This is an optimization exercise on Yosys and OpenROAD, whose aim is a short achievable clock period and few clock cycles, not a production implementation. Only simulation tests tie the RTL to the original design; equivalence was not proved. Power is estimated from default activity; no workload was simulated.

## config.mk

```make
export PLATFORM = sky130hd
export DESIGN_NAME = simpleRiscCore
export DESIGN_NICKNAME = simpleRiscCore
export VERILOG_FILES = /design/flow/design.v
export SDC_FILE = /design/flow/constraint.sdc
export NUM_CORES = 4
export LEC_CHECK = 0
export CAP_MARGIN = 20
export CORE_MARGIN = 2
export CORE_UTILIZATION = 35
export SLEW_MARGIN = 20
export SYNTH_MEMORY_MAX_BITS = 16384
```

## constraint.sdc

```tcl
create_clock -name core_clock -period 4.5 [get_ports {clk}]
set_input_delay 0.9000 -clock core_clock [delete_from_list [all_inputs] [get_ports {clk}]]
set_output_delay 0.9000 -clock core_clock [all_outputs]
set_load 0.01 [all_outputs]
```

## design.v

```verilog
package coreDefs;
  localparam int XLEN       = 32;   
  localparam int REG_ADDR_W = 4;
  localparam int NUM_REGS   = 16;
  localparam int OPC_W      = 5;
  localparam int IMM_W      = 16;   
  localparam int OPC_LSB   = 27;   
  localparam int IMM_BIT   = 26;   
  localparam int RD_LSB    = 22;
  localparam int RS1_LSB   = 18;
  localparam int RS2_LSB   = 14;
  localparam int MOD_U_BIT = 16;   
  localparam int MOD_H_BIT = 17;   
  localparam int OFFSET_W  = 27;   
  typedef enum logic [OPC_W-1:0] {
    OP_ADD = 5'b00000,
    OP_SUB = 5'b00001,
    OP_CMP = 5'b00101,
    OP_AND = 5'b00110,
    OP_OR  = 5'b00111,
    OP_NOT = 5'b01000,
    OP_MOV = 5'b01001,
    OP_LSL = 5'b01010,
    OP_LSR = 5'b01011,
    OP_ASR = 5'b01100,
    OP_NOP = 5'b01101,
    OP_BEQ = 5'b10000,
    OP_BGT = 5'b10001,
    OP_B   = 5'b10010
  } opcodeT;
  typedef enum logic [3:0] {
    ALU_ADD,
    ALU_SUB,
    ALU_CMP,
    ALU_AND,
    ALU_OR,
    ALU_NOT,
    ALU_MOV,
    ALU_LSL,
    ALU_LSR,
    ALU_ASR,
    ALU_NONE
  } aluOpT;
  typedef enum logic [1:0] {
    BR_NONE,
    BR_EQ,
    BR_GT,
    BR_ALWAYS
  } brKindT;
endpackage
`timescale 1ns/1ps
import coreDefs::*;
module fetchUnit #(
  parameter int IMEM_DEPTH = 256
) (
  input  logic                          clk,
  input  logic                          rst,
  input  logic                          progWr,
  input  logic [$clog2(IMEM_DEPTH)-1:0] progAddr,
  input  logic [XLEN-1:0]               progData,
  input  logic                          taken,
  input  logic [XLEN-1:0]               target,
  output logic [XLEN-1:0]               pc,
  output logic [XLEN-1:0]               instr
);
  localparam int AW = $clog2(IMEM_DEPTH);
  logic [XLEN-1:0] imem [IMEM_DEPTH];
  logic [AW-1:0]   wordAddr;
  always_ff @(posedge clk) begin
    if (progWr) begin
      imem[progAddr] <= progData;
    end
  end
  assign wordAddr = pc[AW+1:2];   
  assign instr    = imem[wordAddr];
  always_ff @(posedge clk or posedge rst) begin
    if (rst) begin
      pc <= '0;
    end else if (taken) begin
      pc <= target;   
    end else begin
      pc <= pc + XLEN'(4);
    end
  end
endmodule
`timescale 1ns/1ps
import coreDefs::*;
module decodeUnit (
  input  logic [XLEN-1:0]       instr,
  input  logic [XLEN-1:0]       pc,
  output logic [REG_ADDR_W-1:0] rdAddr1,
  output logic [REG_ADDR_W-1:0] rdAddr2,
  output logic [REG_ADDR_W-1:0] rd,
  output coreDefs::aluOpT                 aluOp,
  output coreDefs::brKindT                brKind,
  output logic                  immSel,
  output logic                  writeEn,
  output logic [XLEN-1:0]       imm,
  output logic [XLEN-1:0]       branchTarget
);
  logic [OPC_W-1:0]    opcode;
  logic                isAluOp;
  logic [IMM_W-1:0]    imm16;
  logic                modU;
  logic                modH;
  logic [OFFSET_W-1:0] offset;
  logic [XLEN-1:0]     offsetBytes;
  assign opcode  = instr[XLEN-1:OPC_LSB];
  assign rd      = instr[RD_LSB +: REG_ADDR_W];
  assign rdAddr1 = instr[RS1_LSB +: REG_ADDR_W];
  assign rdAddr2 = instr[RS2_LSB +: REG_ADDR_W];
  always_comb begin
    aluOp  = ALU_NONE;
    brKind = BR_NONE;
    case (opcode)
      OP_ADD:  aluOp = ALU_ADD;
      OP_SUB:  aluOp = ALU_SUB;
      OP_CMP:  aluOp = ALU_CMP;
      OP_AND:  aluOp = ALU_AND;
      OP_OR:   aluOp = ALU_OR;
      OP_NOT:  aluOp = ALU_NOT;
      OP_MOV:  aluOp = ALU_MOV;
      OP_LSL:  aluOp = ALU_LSL;
      OP_LSR:  aluOp = ALU_LSR;
      OP_ASR:  aluOp = ALU_ASR;
      OP_BEQ:  brKind = BR_EQ;
      OP_BGT:  brKind = BR_GT;
      OP_B:    brKind = BR_ALWAYS;
      default: aluOp = ALU_NONE;   
    endcase
  end
  assign isAluOp = (aluOp != ALU_NONE);
  assign writeEn = isAluOp && (aluOp != ALU_CMP);   
  assign immSel  = isAluOp && instr[IMM_BIT];
  assign imm16 = instr[IMM_W-1:0];
  assign modU  = instr[MOD_U_BIT];
  assign modH  = instr[MOD_H_BIT];
  always_comb begin
    case ({modH, modU})
      2'b01:   imm = {{(XLEN-IMM_W){1'b0}}, imm16};
      2'b10:   imm = {imm16, {(XLEN-IMM_W){1'b0}}};
      default: imm = {{(XLEN-IMM_W){imm16[IMM_W-1]}}, imm16};   
    endcase
  end
  assign offset       = instr[OFFSET_W-1:0];
  assign offsetBytes  = {{(XLEN-OFFSET_W-2){offset[OFFSET_W-1]}}, offset, 2'b00};
  assign branchTarget = pc + offsetBytes;
endmodule
`timescale 1ns/1ps
import coreDefs::*;
module regFile (
  input  logic                  clk,
  input  logic                  rst,
  input  logic [REG_ADDR_W-1:0] rdAddr1,
  input  logic [REG_ADDR_W-1:0] rdAddr2,
  input  logic                  wrEn,
  input  logic [REG_ADDR_W-1:0] wrAddr,
  input  logic [XLEN-1:0]       wrData,
  output logic [XLEN-1:0]       rdData1,
  output logic [XLEN-1:0]       rdData2
);
  logic [XLEN-1:0] regs [NUM_REGS];
  assign rdData1 = regs[rdAddr1];
  assign rdData2 = regs[rdAddr2];
  always_ff @(posedge clk or posedge rst) begin
    if (rst) begin
      for (int i = 0; i < NUM_REGS; i++) begin
        regs[i] <= '0;
      end
    end else if (wrEn) begin
      regs[wrAddr] <= wrData;
    end
  end
endmodule
`timescale 1ns/1ps
import coreDefs::*;
module aluUnit (
  input  logic [XLEN-1:0] a,
  input  logic [XLEN-1:0] b,
  input  coreDefs::aluOpT           aluOp,
  output logic [XLEN-1:0] result,
  output logic            cmpGt,
  output logic            cmpEq
);
  localparam int SH_W = $clog2(XLEN);
  logic            subMode;
  logic [XLEN-1:0] bOperand;
  logic [XLEN-1:0] sum;
  logic            overflow;
  logic            lessThan;
  logic            equal;
  logic            isCmp;
  logic [SH_W-1:0] shamt;
  logic            shiftSat;
  logic [XLEN-1:0] shlRes;
  logic [XLEN-1:0] shrRes;
  logic [XLEN-1:0] sraRes;
  assign subMode  = (aluOp == ALU_SUB) || (aluOp == ALU_CMP);
  assign bOperand = subMode ? ~b : b;
  assign sum      = a + bOperand + XLEN'(subMode);   
  assign overflow = (a[XLEN-1] ^ b[XLEN-1]) & (sum[XLEN-1] ^ a[XLEN-1]);
  assign lessThan = sum[XLEN-1] ^ overflow;
  assign equal    = (a == b);
  assign isCmp = (aluOp == ALU_CMP);
  assign cmpEq = isCmp && equal;
  assign cmpGt = isCmp && !lessThan && !equal;
  assign shamt    = b[SH_W-1:0];
  assign shiftSat = |b[XLEN-1:SH_W];   
  assign shlRes = shiftSat ? '0 : (a << shamt);
  assign shrRes = shiftSat ? '0 : (a >> shamt);
  always_comb begin
    if (shiftSat) begin
      sraRes = {XLEN{a[XLEN-1]}};   
    end else begin
      sraRes = $signed(a) >>> shamt;
    end
  end
  always_comb begin
    case (aluOp)
      ALU_ADD,
      ALU_SUB,
      ALU_CMP: result = sum;
      ALU_AND: result = a & b;
      ALU_OR:  result = a | b;
      ALU_NOT: result = ~b;   
      ALU_MOV: result = b;
      ALU_LSL: result = shlRes;
      ALU_LSR: result = shrRes;
      ALU_ASR: result = sraRes;
      default: result = '0;
    endcase
  end
endmodule
`timescale 1ns/1ps
import coreDefs::*;
module branchUnit (
  input  logic            clk,
  input  logic            rst,
  input  logic            isCmp,
  input  logic            cmpGt,
  input  logic            cmpEq,
  input  coreDefs::brKindT          brKind,
  input  logic [XLEN-1:0] branchTarget,
  output logic            taken,
  output logic [XLEN-1:0] target,
  output logic            flagGt,
  output logic            flagEq
);
  always_ff @(posedge clk or posedge rst) begin
    if (rst) begin
      flagGt <= 1'b0;
      flagEq <= 1'b0;
    end else if (isCmp) begin
      flagGt <= cmpGt;
      flagEq <= cmpEq;
    end
  end
  always_comb begin
    case (brKind)
      BR_EQ:     taken = flagEq;
      BR_GT:     taken = flagGt;
      BR_ALWAYS: taken = 1'b1;
      default:   taken = 1'b0;
    endcase
  end
  assign target = branchTarget;   
endmodule
`timescale 1ns/1ps
import coreDefs::*;
module simpleRiscCore #(
  parameter int IMEM_DEPTH = 256
) (
  input  logic                          clk,
  input  logic                          rst,
  input  logic                          progWr,
  input  logic [$clog2(IMEM_DEPTH)-1:0] progAddr,
  input  logic [XLEN-1:0]               progData,
  output logic                          wbValid,
  output logic [REG_ADDR_W-1:0]         wbReg,
  output logic [XLEN-1:0]               wbData,
  output logic                          flagGt,
  output logic                          flagEq
);
  localparam logic [XLEN-1:0] NOP_INSTR = {OP_NOP, {OPC_LSB{1'b0}}};
  logic [XLEN-1:0]       ifPc;
  logic [XLEN-1:0]       ifInstr;
  logic                  brTaken;
  logic [XLEN-1:0]       brTarget;
  logic [XLEN-1:0]       ofPc;
  logic [XLEN-1:0]       ofInstr;
  logic [REG_ADDR_W-1:0] ofRdAddr1;
  logic [REG_ADDR_W-1:0] ofRdAddr2;
  logic [REG_ADDR_W-1:0] ofRd;
  coreDefs::aluOpT                 ofAluOp;
  coreDefs::brKindT                ofBrKind;
  logic                  ofImmSel;
  logic                  ofWriteEn;
  logic [XLEN-1:0]       ofImm;
  logic [XLEN-1:0]       ofBranchTarget;
  logic [XLEN-1:0]       ofRs1Val;
  logic [XLEN-1:0]       ofRs2Val;
  logic [XLEN-1:0]       exRs1Val;
  logic [XLEN-1:0]       exRs2Val;
  logic [XLEN-1:0]       exImm;
  logic [XLEN-1:0]       exBranchTarget;
  logic [REG_ADDR_W-1:0] exRd;
  coreDefs::aluOpT                 exAluOp;
  coreDefs::brKindT                exBrKind;
  logic                  exImmSel;
  logic                  exWriteEn;
  logic [XLEN-1:0]       exOpB;
  logic [XLEN-1:0]       exResult;
  logic                  exCmpGt;
  logic                  exCmpEq;
  logic                  rwWriteEn;
  logic [REG_ADDR_W-1:0] rwRd;
  logic [XLEN-1:0]       rwResult;
  fetchUnit #(.IMEM_DEPTH(IMEM_DEPTH)) u_fetch (
    .clk(clk), .rst(rst), .progWr(progWr), .progAddr(progAddr), .progData(progData),
    .taken(brTaken), .target(brTarget), .pc(ifPc), .instr(ifInstr)
  );
  always_ff @(posedge clk or posedge rst) begin
    if (rst) begin
      ofInstr <= NOP_INSTR;
    end else begin
      ofInstr <= ifInstr;
    end
  end
  always_ff @(posedge clk) begin
    ofPc <= ifPc;
  end
  decodeUnit u_decode (
    .instr(ofInstr), .pc(ofPc), .rdAddr1(ofRdAddr1), .rdAddr2(ofRdAddr2), .rd(ofRd),
    .aluOp(ofAluOp), .brKind(ofBrKind), .immSel(ofImmSel), .writeEn(ofWriteEn),
    .imm(ofImm), .branchTarget(ofBranchTarget)
  );
  regFile u_regs (
    .clk(clk), .rst(rst), .rdAddr1(ofRdAddr1), .rdAddr2(ofRdAddr2),
    .wrEn(rwWriteEn), .wrAddr(rwRd), .wrData(rwResult),
    .rdData1(ofRs1Val), .rdData2(ofRs2Val)
  );
  always_ff @(posedge clk or posedge rst) begin
    if (rst) begin
      exAluOp   <= ALU_NONE;
      exBrKind  <= BR_NONE;
      exImmSel  <= 1'b0;
      exWriteEn <= 1'b0;
    end else begin
      exAluOp   <= ofAluOp;
      exBrKind  <= ofBrKind;
      exImmSel  <= ofImmSel;
      exWriteEn <= ofWriteEn;
    end
  end
  always_ff @(posedge clk) begin
    exRs1Val       <= ofRs1Val;
    exRs2Val       <= ofRs2Val;
    exImm          <= ofImm;
    exBranchTarget <= ofBranchTarget;
    exRd           <= ofRd;
  end
  assign exOpB = exImmSel ? exImm : exRs2Val;
  aluUnit u_alu (
    .a(exRs1Val), .b(exOpB), .aluOp(exAluOp),
    .result(exResult), .cmpGt(exCmpGt), .cmpEq(exCmpEq)
  );
  branchUnit u_branch (
    .clk(clk), .rst(rst), .isCmp(exAluOp == ALU_CMP), .cmpGt(exCmpGt), .cmpEq(exCmpEq),
    .brKind(exBrKind), .branchTarget(exBranchTarget),
    .taken(brTaken), .target(brTarget), .flagGt(flagGt), .flagEq(flagEq)
  );
  always_ff @(posedge clk or posedge rst) begin
    if (rst) begin
      rwWriteEn <= 1'b0;
    end else begin
      rwWriteEn <= exWriteEn;
    end
  end
  always_ff @(posedge clk) begin
    rwRd     <= exRd;
    rwResult <= exResult;
  end
  assign wbValid = rwWriteEn;
  assign wbReg   = rwRd;
  assign wbData  = rwResult;
endmodule
```

## run.sh

```bash
#!/bin/bash
# synth_recipe.tcl (not shown) runs the flow's synth.tcl, then flattens the netlist and writes it again
# the make line also repeats each setting of config.mk as NAME=value (left out here)
make -C /OpenROAD-flow-scripts/flow DESIGN_CONFIG=/design/flow/config.mk WORK_HOME=/design/flow/orfs CLKGATE_MAP_FILE= SYNTH_SCRIPT=/design/flow/synth_recipe.tcl finish
```

==> flow_metrics.py <==
metrics = {
    "worst_setup_path": {
        "required_ns": 5.42,
        "crit-reg2reg-capture": "ofInstr[6]",
        "worst_setup_path_start_kind": "register",
        "crit_type": "register to register",
        "r2r_slack_ns": 0.12,
        "cp.arrival_ns": 5.29,
        "crit_path_max_fanout": 22,
        "reg2reg_from": "u_fetch.pc[3]",
        "end_kind": "register",
        "rr_worst_depth": 8,
    },
    "logic_synthesis": {
        "syn_inst": 15800,
        "synthTopCellsByArea": "edfxtp_1, mux4_2, dfrtp_1",
        "yosys_most_used_dff": "edfxtp_1",
        "synth_top_area_share_pct": 70.1,
        "async_flop_share_pct": 6.32,
        "yosys.area.top_type": "edfxtp_1",
        "yosysMostFrequentCell": "edfxtp_1",
        "synth-seq-cells": 8907,
        "syn-num-nets": 16000,
        "synth_area_sq_um": 351000,
        "postSynthAreaPerCell_sq_um": 22.2,
        "yosys-top-cells-count": "edfxtp_1, mux4_2, dfrtp_1",
        "yosysWarnings": 7,
        "synth-edff-count": 8192,
        "synth_cell_types": 78,
        "ys_seq_area_share_pct": 75.0,
    },
    "routing": {
        "drc": 0,
        "wl_mm": 1040,
        "drtAntennaViolNets": 0,
        "routedWlPerCell_um": 33.7,
        "vias": 179000,
        "drtIter0Drc": 26600,
        "vias_per_cell": 5.77,
        "drt_pass1_iterations": 7,
    },
    "power_and_ir_drop": {
        "p_per_area_nw_per_um2": 616,
        "power.internal_w": 0.170,
        "pwr-share-seq_pct": 38.4,
        "netSwitchingFraction_pct": 32.5,
        "p_comb_share_pct": 32.2,
        "power_w": 0.252,
        "peakVddDrop_v": 0.000494,
        "switchingPower_w": 0.0820,
        "power_leakage_nw": 131,
        "pwr-share-clk_pct": 29.4,
    },
    "grt": {
        "grt_pass1_wl_mm": 1440,
        "grtUsageTotal_pct": 20.1,
        "antenna_found_initial": 91,
        "overflow": 0,
        "grt_pass1_vias": 178000,
        "grt_max_degree": 179,
    },
    "hold_path": {
        "whs_path_depth": 1,
        "min_from": "progData[1]",
        "hp-class": "input pin to register",
        "hold_end": "u_fetch.imem[141][1]",
    },
    "sta": {
        "rsz0062_at_grt": "false",
        "min_period_ns": 4.38,
        "hold_viol": 0,
        "worst_pin_slew_ns": 1.30,
        "max_slew_margin_pct": 13.0,
        "drv_slew": 0,
        "clock_skew_ns": 0.147,
        "max_freq_mhz": 228,
        "worst_slack_ns": 0.123,
        "setup_viol": 0,
        "post-route-period-util_pct": 97.3,
    },
    "status": {
        "status": "no timing/DRC/antenna violations",
    },
    "clocking": {
        "cts_made_buffers": 907,
        "clockBufferDepth": 5,
        "numClockSinks": 8907,
        "clk_latency_ns": 1.20,
        "clk_pin_slew_ns": 0.06,
        "cts-hold-fix-buffers": 0,
        "cts_max_level": 6,
        "tritoncts": "done",
        "cts_root_buf": "clkbuf_16",
    },
    "floorplanning": {
        "die_area_sq_um": 1010000,
        "start_util_pct": 35.1,
        "core_sq_um": 999000,
        "die_h_mm": 1.01,
        "fp-row-count": 367,
        "die_w_mm": 1.01,
        "io_pins": 82,
    },
    "placement": {
        "place_congestion": 0.904,
        "place_hpwl_mm": 614,
        "portBuffers": 81,
        "place_inst": 29300,
        "pre_cts_slack_ns": -0.261,
    },
    "final_layout": {
        "layoutNonFillerInstCount": 31000,
        "filler_cell_count": 86500,
        "multiInputGateArea_sq_um": 85400,
        "drive_gt1_share_pct": 33.4,
        "ff_latch_area_sq_um": 263000,
        "syn_to_final_growth_pct": 16.7,
        "finalNetCount": 17100,
    },
    "run": {
        "maxCapViolations": 0,
    },
}
-- per-layer routing --
layer	global-route usage, %	share of wire [%]	vias to the layer above
met5	0	0.012	-
li1	-	-	69700
met3	4.15	9.6	1786
met2	31.5	46	9580
met4	7.12	3.9	20
met1	28.2	40	97900
-- placed cells by master, fill, tap and decap left out, types with 198 or more instances in the layout --
master | synthesis | routed
dfrtp_1 | 558 | 549
buf_4 | 75 | 704
mux4_2 | 2615 | 2615
nor2_4 | 0 | 272
nand2_1 | 240 | 221
clkbuf_16 | 0 | 921
buf_12 | 0 | 418
nor2_1 | 470 | 198
clkbuf_1 | 541 | 206
mux2i_1 | 260 | 256
a22oi_1 | 282 | 282
mux2_2 | 532 | 532
edfxtp_1 | 8192 | 8192
-- sequential cells by signal, indices dropped and copies added, names as in the netlist, 2 cells and up --
name,cells
exRd,4
exAluOp,4
exBrKind,2
ofPc,8
rwResult,32
exImm,32
ofInstr,32
rwRd,4
exRs1Val,32
exBranchTarget,8
exRs2Val,32
u_fetch.pc,8
u_fetch.imem,8192
u_regs.regs,512
-- critical path, stage by stage, from the launching register on --
cell and delay [ns]:
dfrtp_4 0.83, buf_12 0.31, buf_4 0.37, mux4_2 0.36, mux4_2 0.60, mux4_2 0.67
mux2_2 0.33, nand2_1 0.35, o21ai_0 0.26
-- layout make-up --
type                       instances  share of cell area, %
multi-input combinational       5850                   20.9
clock inverter                   511                   1.19
tap                            13300                   4.06
timing repair buffer            1206                   3.59
antenna                           54                 0.0330
inverter                          90                 0.0835
sequential                      8907                   64.3
clock buffer                    1140                   5.87
-- cell families (layout without fill, tap and decap cells) --
kind of cell             count (synthesis)  after routing  synth area share (%)
flip-flops                            8907           8907                  75.0
multiplexers                          3407           3407                  19.2
AO/OA/AOI/OAI                         1154           1154                  2.38
AND/OR/NAND/NOR                       1100           1100                  1.42
buffers and inverters                 1065           2947                  1.33
adder cells (fa/ha/maj)                122            122                 0.440
XOR/XNOR                                67             67                 0.167
other                                    0             54                     0
-- per-stage QoR --
step	hold WS, ns	area, sq um	util [%]	TNS, ns
floorplan	0.310	351000	-	-2275.93
global placement	0.313	380000	38.1	-0.491
detailed placement	0.313	380000	38.1	-0.409
CTS	0.107	409000	40.9	-0.0743
global route	0.116	409000	41.0	0
finish	0.132	409000	41.0	0
-- worst max-delay path by stage --
stage | end | from | slack, ns | cells after the start
final | ofInstr[6] | u_fetch.pc[3] | 0.12 | 8
after global routing | rwResult[28] | exImmSel | 0.02 | 14
after global placement | ofInstr[11] | u_fetch.pc[2] | -0.19 | 11
after detailed placement | ofInstr[11] | u_fetch.pc[2] | -0.26 | 11
after floorplan | exAluOp[0] | rst | -4.06 | 1
after CTS | ofInstr[11] | u_fetch.pc[2] | -0.07 | 11
-- what timing repair did --
item,in CTS,in global routing
setup buffers,0,2
pin swaps,0,1
gates cloned,0,0
resized for setup,2,1
endpoints found under the setup margin,2,4
-- power by group through the flow --
stage                     combinational, W  sequential, W  clock [W]
final                               0.0813         0.0967     0.0741
after global routing                0.0841         0.0968     0.0782
after CTS                           0.0813         0.0965     0.0751
after detailed placement            0.0811         0.0982          0
after global placement              0.0809         0.0982          0
after floorplan                     0.0475         0.0957          0
Testbench counts, summed over its fixed seeds: cycles 46,635.

[separate check: timing with driven ports]
Ports are ideal in the flow. The routed layout listed here was re-timed in OpenROAD.
Step 1 (the two cells are an assumption about what drives the block):
set clk [get_ports {clk}]
set_driving_cell -lib_cell sky130_fd_sc_hd__clkbuf_16 $clk
set_driving_cell -lib_cell sky130_fd_sc_hd__buf_2 [delete_from_list [all_inputs] $clk]
Step 2 times the ports against the registers' clock, not the clock port: input delays grow and output delays shrink by t, the midpoint of the rising clock arrivals with the driver on.
a / b / c = ideal / step 1 / step 2; a / b = the first two.
shift t [ns]: 1.275
setup WS [ns]: 0.123 / 0.123 / 0.123
latest minus earliest clock arrival (ns): 0.201 / 0.200
worst register clock-pin slew, ns: 0.08 / 0.08
After both steps setup and hold are still met in this run. The setup slack of this run moves by 0.000 ns with the drivers and by 0.000 ns with both steps.
